Background: an optimization exercise with open tools, aiming at small area, a short achievable clock period and few clock cycles per item. Do not read the settings as production practice. Only simulation tests tie the RTL to the original design; equivalence was not proved.

==> flow/design.v (outline; a module is shown in full before it is edited, if it fits) <==
// module mul_pipe_unit: 1150 lines
// module fa_cell: 10 lines
// module ha_cell: 9 lines
module mul_pipe_unit #(
    parameter int XLEN   = 32,
    parameter int STAGES = 3,
    parameter int TAG_W  = 5
) (
    input  logic              CLK_0,
    input  logic              RST_0,
    input  logic              in_valid,
    output logic              in_ready,
    input  logic [1:0]        in_op,
    input  logic [XLEN-1:0]   in_a,
    input  logic [XLEN-1:0]   in_b,
    input  logic [TAG_W-1:0]  in_tag,
    output logic              out_valid,
    input  logic              out_ready,
    output logic [XLEN-1:0]   out_result,
    output logic [TAG_W-1:0]  out_tag
);
  // ...
==> flow/flow/run.sh <==
#!/bin/bash
# Own layout flow: the standard ORFS flow with the standard synthesis unchanged;
# the port buffers are plain sky130_fd_sc_hd__buf_2 cells and timing repair aims at the margin below.
# make's full output goes to flow_make.log here; ORFS's per-step logs are under orfs/logs/.
set -euo pipefail
bash standard.sh "BUFFER_PORTS_ARGS=-buffer_cell sky130_fd_sc_hd__buf_2" SETUP_SLACK_MARGIN=5.2 finish > flow_make.log 2>&1
==> flow/standard.sh <==
#!/bin/bash
# synth_recipe.tcl (not shown) runs the flow's synth.tcl, then flattens the netlist and writes it again
# the make line also repeats each setting of config.mk as NAME=value (left out here)
make -C /OpenROAD-flow-scripts/flow DESIGN_CONFIG=/design/flow/config.mk WORK_HOME=/design/flow/orfs CLKGATE_MAP_FILE= SYNTH_SCRIPT=/design/flow/synth_recipe.tcl "${@:-finish}"
==> flow/config.mk <==
export PLATFORM = sky130hd
export DESIGN_NAME = mul_pipe_unit
export DESIGN_NICKNAME = mul_pipe_unit
export VERILOG_FILES = /design/flow/design.v
export SDC_FILE = /design/flow/constraint.sdc
export NUM_CORES = 4
export LEC_CHECK = 0
export ABC_AREA = 1
export CAP_MARGIN = 20
export CORE_MARGIN = 2
export CORE_UTILIZATION = 40
export SLEW_MARGIN = 20
export SYNTH_HIERARCHICAL = 1
==> flow/constraint.sdc <==
create_clock -name core_clock -period 10.0 [get_ports {CLK_0}]
set_input_delay 2.0000 -clock core_clock [delete_from_list [all_inputs] [get_ports {CLK_0}]]
set_output_delay 2.0000 -clock core_clock [all_outputs]
set_load 0.01 [all_outputs]
==> metrics.md, run 1 <==
| Metric | Value |
|---|---|
| Non-clk bufs | `209` |
| Biggest regs | `a_nq: 33 flops, x_q: 32 flops, y_q: 32 flops` |
| Top layer in use | `met4` |
| First-pass GRT wire length | `156000 um` |
| Post-synthesis adder-cell area fraction | `36.2%` |
| Cell accounting for the most synthesized area | `fa_1` |
| Grt met2 use | `41.5%` |
| Syn nets | `3838` |
| Ports | `114` |
| Multi-input combinational area share | `70.3%` |
| R2R cell count | `11` |
| Overflow after GRT | `0` |
| Clock Skews | `0.0152 ns` |
| I/O Buffers | `113` |
| Crit-path slowest cell | `fa_1` |
| Multi-input gate area | `0.0225 mm^2` |
| Number of synthesized flops with an enable pin | `174` |
| Crit. End Element | `register` |
| Async S/R FF share, synth | `0%` |
| FF+latch area | `0.00527 mm^2` |
| CTS tree | `yes` |
| Average cell area after synthesis | `9.32 um^2` |
| Tightest Pin Transition | `0.947 ns` |
| Run status | `timing/DRC/antenna clean` |
| Avg Vias per Cell | `6.01` |
| Antenna violations before repair | `1` |
| Met1 Use GR | `34.8%` |
| Total Wirelength | `104000 um` |
| Via count | `24400` |
| Cell Chain, Critical Path | `buf_4 > o22ai_1 > xor2_1 > fa_1 > fa_1 > fa_1 > fa_1 > fa_1 > fa_1 > nand2_1 > o21ai_0` |
| Cts repair resizes | `0` |
| Worst Setup Start Kind | `register` |
| Hold Path Origin | `tag_q1[2]` |
| Total GRT Usage | `26.9%` |
Testbench counts, summed over its fixed seeds: cycles 3,216, items 3,200.
==> run 2, diff against run 1 <==
==> flow/flow/run.sh (replaced) <==
#!/bin/bash
# Own layout flow: the standard ORFS flow with the standard synthesis unchanged;
# the port buffers are plain sky130_fd_sc_hd__buf_2 cells and timing repair aims at the margin below.
# make's full output goes to flow_make.log here; ORFS's per-step logs are under orfs/logs/.
set -euo pipefail
bash standard.sh "BUFFER_PORTS_ARGS=-buffer_cell sky130_fd_sc_hd__buf_2" SETUP_SLACK_MARGIN=5.3 finish > flow_make.log 2>&1
==> run 2 against run 1 <==
Sequential cell count stayed put. Sequential share of layout area is essentially flat. Still clean. Clock skew fell by 0.0026 ns. Register-to-register slack better by 0.04 ns. Highest routed layer is now met5. Via count decreased by 0.84%. Hold slack lost 0.0032 ns. Clock-buffer cell count unchanged.
==> metrics.md, run 2 <==
| Metric | Value |
|---|---|
| Run status | `timing/DRC/antenna clean (unchanged)` |
| CP required | `10.21 ns (was 10.23 ns)` |
| Ports | `114 (unchanged)` |
| Crit. End Element | `register (unchanged)` |
| H-Tree Depth | `4 (unchanged)` |
| RR Endpoint | `y_q[0] (unchanged)` |
| I/O Buffers | `113 (unchanged)` |
| Average cell area after synthesis | `9.32 um^2 (unchanged)` |
| Antenna viol nets, final | `0 (unchanged)` |
| FF+latch area | `0.00527 mm^2 (unchanged)` |
| Hold Violations, Final | `0 (unchanged)` |
| Total Wirelength | `102000 um (was 104000 um)` |
| Max reg flops | `33 (unchanged)` |
| Final Max Slew Viols | `0 (unchanged)` |
| Async S/R FF share, synth | `0% (unchanged)` |
| Fill cell count | `7154 (was 7199)` |
| Fin Setup TNS | `0 ns (unchanged)` |
| Starting DRT DRC Count | `2956 (was 3103)` |
| Vias in the first global route | `24700 (was 25200)` |
| Antenna violations before repair | `3 (was 1)` |
| WP buf/inv | `1 (unchanged)` |
| CP top delay family | `adder cells (unchanged)` |
| Top post-synthesis cells by area | `fa_1, edfxtp_1, xor2_1, o22ai_1, nand2_1 (unchanged)` |
| PnR worst setup slack | `5.40 ns (was 5.36 ns)` |
| Commonest cells after routing, fill and taps aside | `xor2_1, o22ai_1, fa_1 (unchanged)` |
| Die width | `277 um (unchanged)` |
| Place WS | `5.28 ns (was 4.98 ns)` |
| Multi-input gate area | `0.0225 mm^2 (about the same)` |
| Detailed Place HPWL | `68800 um (was 68200 um)` |
| Syn nets | `3838 (unchanged)` |
| Post-CTS Hold Buffers | `0 (unchanged)` |
| HP Class | `reg -> reg (unchanged)` |
| Reg2reg setup slack | `5.40 ns (was 5.36 ns)` |
| DP Area | `0.0309 mm^2 (was 0.0308 mm^2)` |
| Share of Yosys cell area claimed by the top area cell type | `32.3% (unchanged)` |
| Reg clk slew, reported paths | `0.07 ns (was 0.08 ns)` |
| Synth unique cells | `32 (unchanged)` |
| Biggest register | `a_nq (unchanged)` |
| Final hold slack | `0.421 ns (was 0.424 ns)` |
| Final setup viols | `0 (unchanged)` |
| Clock Skews | `0.0126 ns (was 0.0152 ns)` |
| TritonCTS buffer count | `17 (unchanged)` |
| Critical Path Most Common Cell | `fa_1 (unchanged)` |
| Rows | `99 (unchanged)` |
| Final worst path period need | `4.60 ns (was 4.64 ns)` |
| Synth warnings | `7 (unchanged)` |
| CTS tree | `yes (unchanged)` |
| First-pass GRT wire length | `153000 um (was 156000 um)` |
| Initial Utilization | `40.6% (unchanged)` |
| Final Cycle Share | `46.0% (was 46.4%)` |
| Wire per inst | `25.2 um (was 25.8 um)` |
| Area of the mapped netlist | `0.0297 mm^2 (unchanged)` |
| First-pass DRT Iterations | `6 (unchanged)` |
| Syn Inst Count | `3191 (unchanged)` |
| Relative slew slack | `39.5% (was 36.8%)` |
| Max stage delay on crit path | `0.61 ns (was 0.57 ns)` |
| Biggest regs | `a_nq: 33 flops, x_q: 32 flops, y_q: 32 flops (unchanged)` |
| Ys flop type | `edfxtp_1 (unchanged)` |
| Worst Setup Start Kind | `register (unchanged)` |
| RD Place Congestion | `0.943 (was 0.934)` |
| Hold Path Origin | `tag_q1[2] (unchanged)` |
| Tightest Pin Transition | `0.908 ns (was 0.947 ns)` |
| Critical Path AT | `4.80 ns (was 4.87 ns)` |
| Fin nets | `3724 (was 3728)` |
| DIE AREA | `0.0766 mm^2 (unchanged)` |
| Avg Vias per Cell | `5.96 (was 6.01)` |
| Fmax | `218 MHz (was 216 MHz)` |
| Post-synth top cells | `xor2_1, o22ai_1, fa_1 (unchanged)` |
| WHS Endpoint | `tag_q2[2] (unchanged)` |
| R2R cell count | `11 (unchanged)` |
| Largest net degree at the start of global routing | `81 (unchanged)` |
| Synthesis-to-layout area growth | `7.55% (was 7.43%)` |
| Die height | `277 um (unchanged)` |
| Clock latency on the worst-skew pair | `0.50 ns (was 0.52 ns)` |
| Overflow after GRT | `0 (unchanged)` |
| Share of post-route cells with drive strength above 1 | `9.68% (was 9.44%)` |
| Synth Register Bits | `176 (unchanged)` |
| Total GRT Usage | `26.3% (was 26.9%)` |
| Critical R2R Launch | `btwo_nq[5] (was a_nq[31])` |
| Kind of critical path | `reg -> reg (unchanged)` |
| Cell Chain, Critical Path | `buf_6 > o22ai_1 > xor2_1 > fa_1 > fa_1 > fa_1 > fa_1 > fa_1 > fa_1 > nand2_1 > o21ai_0 (was buf_4 > o22ai_1 > xor2_1 > fa_1 > fa_1 > fa_1 > fa_1 > fa_1 > fa_1 > nand2_1 > o21ai_0)` |
| Crit-path max FO | `33 (unchanged)` |
| Post-route cell area | `0.0320 mm^2 (about the same)` |
| Cell accounting for the most synthesized area | `fa_1 (unchanged)` |
| Unrepaired setup endpoints after global routing | `yes (unchanged)` |
| Top-count cell post-synth | `xor2_1 (unchanged)` |
| Crit-path slowest cell | `fa_1 (unchanged)` |
| Clock root buffer | `clkbuf_16 (unchanged)` |
| MaxCap Viol Count | `0 (unchanged)` |
| Register area share after synthesis | `17.7% (unchanged)` |
| Via count | `24200 (was 24400)` |
| Clock Sinks | `176 (unchanged)` |
| DRC viols | `0 (unchanged)` |
| CORE AREA | `0.0733 mm^2 (unchanged)` |
| Commonest non-fill, non-tap cell in the layout | `xor2_1 (unchanged)` |
| Number of synthesized flops with an enable pin | `174 (unchanged)` |
| WHS Path Cells | `0 (unchanged)` |
| Max Buffers Root-to-Sink | `2 (unchanged)` |
run 2: cell count changes in the layout (fill, tap and decap cells not counted), moves of 3 or more:
cell | before | now
xor2_2 | 1 | 5
buf_4 | 31 | 28
xor2_1 | 553 | 549
ha_1 | 91 | 85
ha_2 | 0 | 6
run 2: cells by family after synthesis:
| family | synth area share [%] |
|---|---|
| AND/OR/NAND/NOR | 9.36 |
| AO/OA/AOI/OAI | 12.7 |
| XOR/XNOR | 16.9 |
| adder cells (fa/ha/maj) | 36.2 |
| buffers and inverters | 7.15 |
| flip-flops | 17.7 |
run 2: worst max-delay path by stage:
stage	startpoint	to	slack, ns	cells after the start
3_5_place_dp	a_nq[21]	lc_q	5.28	15
6_report	btwo_nq[5]	y_q[0]	5.40	11
5_1_grt	btwo_nq[10]	lc_q	5.21	15
4_1_cts	bneg_q[0]	lc_q	5.30	14
2_1_floorplan	out_ready	in_ready	3.92	2
3_3_place_gp	a_nq[22]	lc_q	5.27	15
run 2: worst register-to-register path: cells and delay by family (launching register included):
family | cells | cell delay (ns)
flip-flops | 1 | 0.34
XOR/XNOR | 1 | 0.18
buffers and inverters | 1 | 0.33
AND/OR/NAND/NOR | 1 | 0.09
adder cells (fa/ha/maj) | 6 | 3.09
AO/OA/AOI/OAI | 2 | 0.27
run 2: timing repair:
item / 4_1_cts / 5_1_grt
setup endpoints to repair: 1 / 33
buffers inserted: 0 / 2
pin swaps: 0 / 5
resized for setup: 11 / 117
cloned: 0 / 2
run 2: layout make-up:
| type | count | area share (%) |
|---|---|---|
| Antenna cell | 2 | 0.0156 |
| Clock buffer | 17 | 1.33 |
| Clock inverter | 14 | 0.485 |
| Inverter | 212 | 2.50 |
| Multi-Input combinational cell | 2465 | 70.4 |
| Sequential cell | 176 | 16.5 |
| Tap cell | 959 | 3.75 |
| Timing Repair Buffer | 205 | 5.04 |
run 2: through the flow:
stage / utilization, % / cells
detailed placement: 42.1 / 4013
global route: 43.6 / 4048
finish: 43.6 / 4050
floorplan: - / 3191
CTS: 42.9 / 4044
global placement: 42.1 / 4013
run 2: Yosys stat by module (local to each module, per instance):
| module | cells | flip-flops and latches |
|---|---|---|
| mul_pipe_unit | 2681 | 176 |
| fa_cell | 1 | 0 |
| ha_cell | 1 | 0 |
run 2: routing by layer:
layer  part of all wire, %  vias up  GRT usage (%)
li1                      -    10300              -
met4                   4.2        4           10.1
met1                    39    11800           34.1
met3                    12      336           8.04
met2                    45     1663           41.4
met5                 0.026        -              0

==> static timing again, ports no longer ideal <==
The results above use ideal ports. As a check the final layouts listed here were re-extracted and re-timed, cells and wires unchanged. Step 1: set_driving_cell puts a clkbuf_16 on CLK_0 and a buf_2 on each other input, an assumption about the parent block. Step 2, shift: input delay + t, output delay - t, t = (earliest + latest rising clock arrival at the registers) / 2. This alone moves slack from input paths to output paths. a / b / c = ideal ports / drivers / drivers and shift; a / b = the first two.
run | t, ns | setup slack, ns | worst setup path at the end
run 1 | 0.573 | 5.361 / 5.305 / 5.361 | register to register
run 2 | 0.556 | 5.404 / 5.355 / 5.404 | register to register
After both steps every run listed still meets setup and hold.
